What follows belongs to an exercise in optimizing a design on an open flow for small area, a short achievable clock period and few clock cycles per item; a production flow would make more cautious choices.
Only simulation tests tie the RTL to the original design; equivalence was not proved.

==> 01-23: inputs <==
// catmull_rom_closed_curve_point
module catmull_rom_closed_curve_point (
    input  wire logic          i_clk,
    input  wire logic          i_rst_n,
    input  wire logic          i_in_valid,
    output logic               o_in_stall,
    input  wire logic [64:0]   i_in_data,
    output logic               o_out_valid,
    input  wire logic          i_out_stall,
    output logic [48:0]        o_out_data,
    input  wire logic          i_cfg_wr_en,
    input  wire logic [9:0]    i_cfg_wr_data
);
clock: 9.0 ns
lec_check: 0
cap_margin: 20
core_margin: 2
core_utilization: 40
place_density: 0.55
slew_margin: 20
run.sh (not shown) runs the stock make flow with config.mk's settings and CLKGATE_MAP_FILE= SYNTH_SCRIPT=/design/flow/synth_recipe.tcl, a recipe that flattens the netlist after the stock synthesis.
==> 12-16: changes against 01-23 <==
--- a/flow/config.mk
+++ b/flow/config.mk
@@ -9,4 +9,5 @@
 export CORE_MARGIN = 2
-export CORE_UTILIZATION = 40
-export PLACE_DENSITY = 0.55
+export CORE_UTILIZATION = 35
+export PLACE_DENSITY = 0.5
+export SETUP_SLACK_MARGIN = 3.3
 export SLEW_MARGIN = 20
==> results.tsv <==
stage	metric	value	unit
placement	Detail Placement HPWL	406000	um
floorplanning	die width	652	um
grt	routing usage on met1	0.356	
outcome	status	complete, no violations	
layout	fin cells	21484	
route	met2 routed WL	261000	um
# the run above: 01-23

==> results.tsv <==
stage	metric	value	unit
outcome	status	complete, no violations	
placement	Detail Placement HPWL	423000	um
layout	fin cells	22538	
synthesis	top_reg_cell synth	edfxtp_1	
setup_path	kind of cell adding the most delay to the critical path	adder cells	
synthesis	complex-gate fraction of the synthesized area	0.159	
setup_path	Worst Path Buf+Inv	4	
setup_path	WP data arrival	6.24	ns
floorplanning	die width	697	um
grt	routing usage on met1	0.325	
# the run above: 12-16

Testbench counts of 01-23, summed over its fixed seeds: cycles 2,719, items 2,267.
Testbench counts of 12-16, summed over its fixed seeds: cycles 2,719, items 2,267.

---

==> inputs of build 55 <==
Starting RTL as in the previous note.
make LEC_CHECK=0 CAP_MARGIN=20 CORE_MARGIN=2 CORE_UTILIZATION=30 PLACE_DENSITY=0.45 SLEW_MARGIN=20 finish   # period 9.0 ns
==> inputs of trial 50, as changes to build 55 <==
Settings changed: SETUP_SLACK_MARGIN set to 3.6.
==> notes.md <==
In build 55 the critical path depth is higher than in trial 50, by 7. Against trial 50, the via count of build 55 is smaller by 2.1%. Sequential cell count is the same in build 55 and trial 50. Of trial 50 and build 55, trial 50 has the higher utilization (gap 1.3 points). Against trial 50, the maximum frequency of build 55 is lower by 16%. Against trial 50, the cell count of build 55 is lower by about 2%. In build 55 the worst hold slack is lower than in trial 50, by 0.0094 ns. Against trial 50, the clock-buffer cell count of build 55 is lower by 21. Against trial 50, the first-iteration DRC count of build 55 is smaller by about 2.5%. In trial 50 the sequential share of layout area is lower than in build 55, by 0.95 points.
==> figures <==
Critical path launch point: trial 50 b_d1[23]$_DFFE_PP_; build 55 c1_pay[89]$_SDFFCE_PN0P_
RSZ-0062 raised after global routing: trial 50 yes; build 55 no
GR met3 Demand/Resource: trial 50 4.12%; build 55 4.02%
Share of cell area taken by multi-input logic gates: trial 50 56.7%; build 55 58.2%
Outcome: trial 50 complete, no violations; build 55 complete, no violations
CP required: trial 50 9.68 ns; build 55 9.67 ns
Share of the core filled with cells in the final layout: trial 50 34.4%; build 55 33.1%
Area share of buffers outside the clock network: trial 50 5.58%; build 55 2.70%
Critical Path Sink: trial 50 q_rb[0][21]$_DFFE_PP_; build 55 b_c3[2][15]$_DFFE_PP_
Clock buffer count from CTS: trial 50 201; build 55 197
Met2 layer usage reported by global route: trial 50 35.5%; build 55 34.8%
Sum of met2 wire segment lengths after detailed routing: trial 50 296 mm; build 55 287 mm
Average wire per cell in the routed design: trial 50 27.3 um; build 55 26.9 um
Endpoint of the most critical register-to-register path: trial 50 q_rb[0][21]$_DFFE_PP_; build 55 b_c3[2][15]$_DFFE_PP_
Detail-routed via count per cell: trial 50 5.38; build 55 5.37
DRT iter0 DRCs: trial 50 14,700; build 55 14,300
Pin count of the biggest net entering global routing: trial 50 160; build 55 179
Setup slack, reg-to-reg: trial 50 3.58 ns; build 55 2.58 ns
Worst Hold Launch: trial 50 g_div[4].s_pay[29]$_DFFE_PP_; build 55 g_div[4].s_pay[37]$_DFFE_PP_
Highest metal layer with signal wires: trial 50 met4; build 55 met5
Testbench counts of build 55, summed over its fixed seeds: cycles 2,719, items 2,267.
Testbench counts of trial 50, summed over its fixed seeds: cycles 2,719, items 2,267.

separate check: timing with driven ports:
The results above use ideal ports. As a check the final layouts listed here were re-extracted and re-timed, cells and wires unchanged.
Step 1 (the two cells are an assumption about what drives the block):
set clk [get_ports {i_clk}]
set_driving_cell -lib_cell sky130_fd_sc_hd__clkbuf_16 $clk
set_driving_cell -lib_cell sky130_fd_sc_hd__buf_2 [delete_from_list [all_inputs] $clk]
Step 2, shift: input delay + t, output delay - t, t = (earliest + latest rising clock arrival at the registers) / 2. This alone moves slack from input paths to output paths.
a / b / c = no drivers / after step 1 / after step 2; a / b = the first two.
| run | t (ns) | setup slack, ns | hold WS [ns] |
|---|---|---|---|
| 01-23 | 1.062 | 2.459 / 2.459 / 2.459 | 0.366 / 0.366 / 0.366 |
| 12-16 | 1.042 | 3.401 / 3.401 / 3.401 | 0.387 / 0.387 / 0.387 |
| build 55 | 1.087 | 2.579 / 2.579 / 2.579 | 0.405 / 0.405 / 0.405 |
| trial 50 | 1.074 | 3.577 / 3.577 / 3.577 | 0.414 / 0.414 / 0.414 |
After both steps every run listed still meets setup and hold.
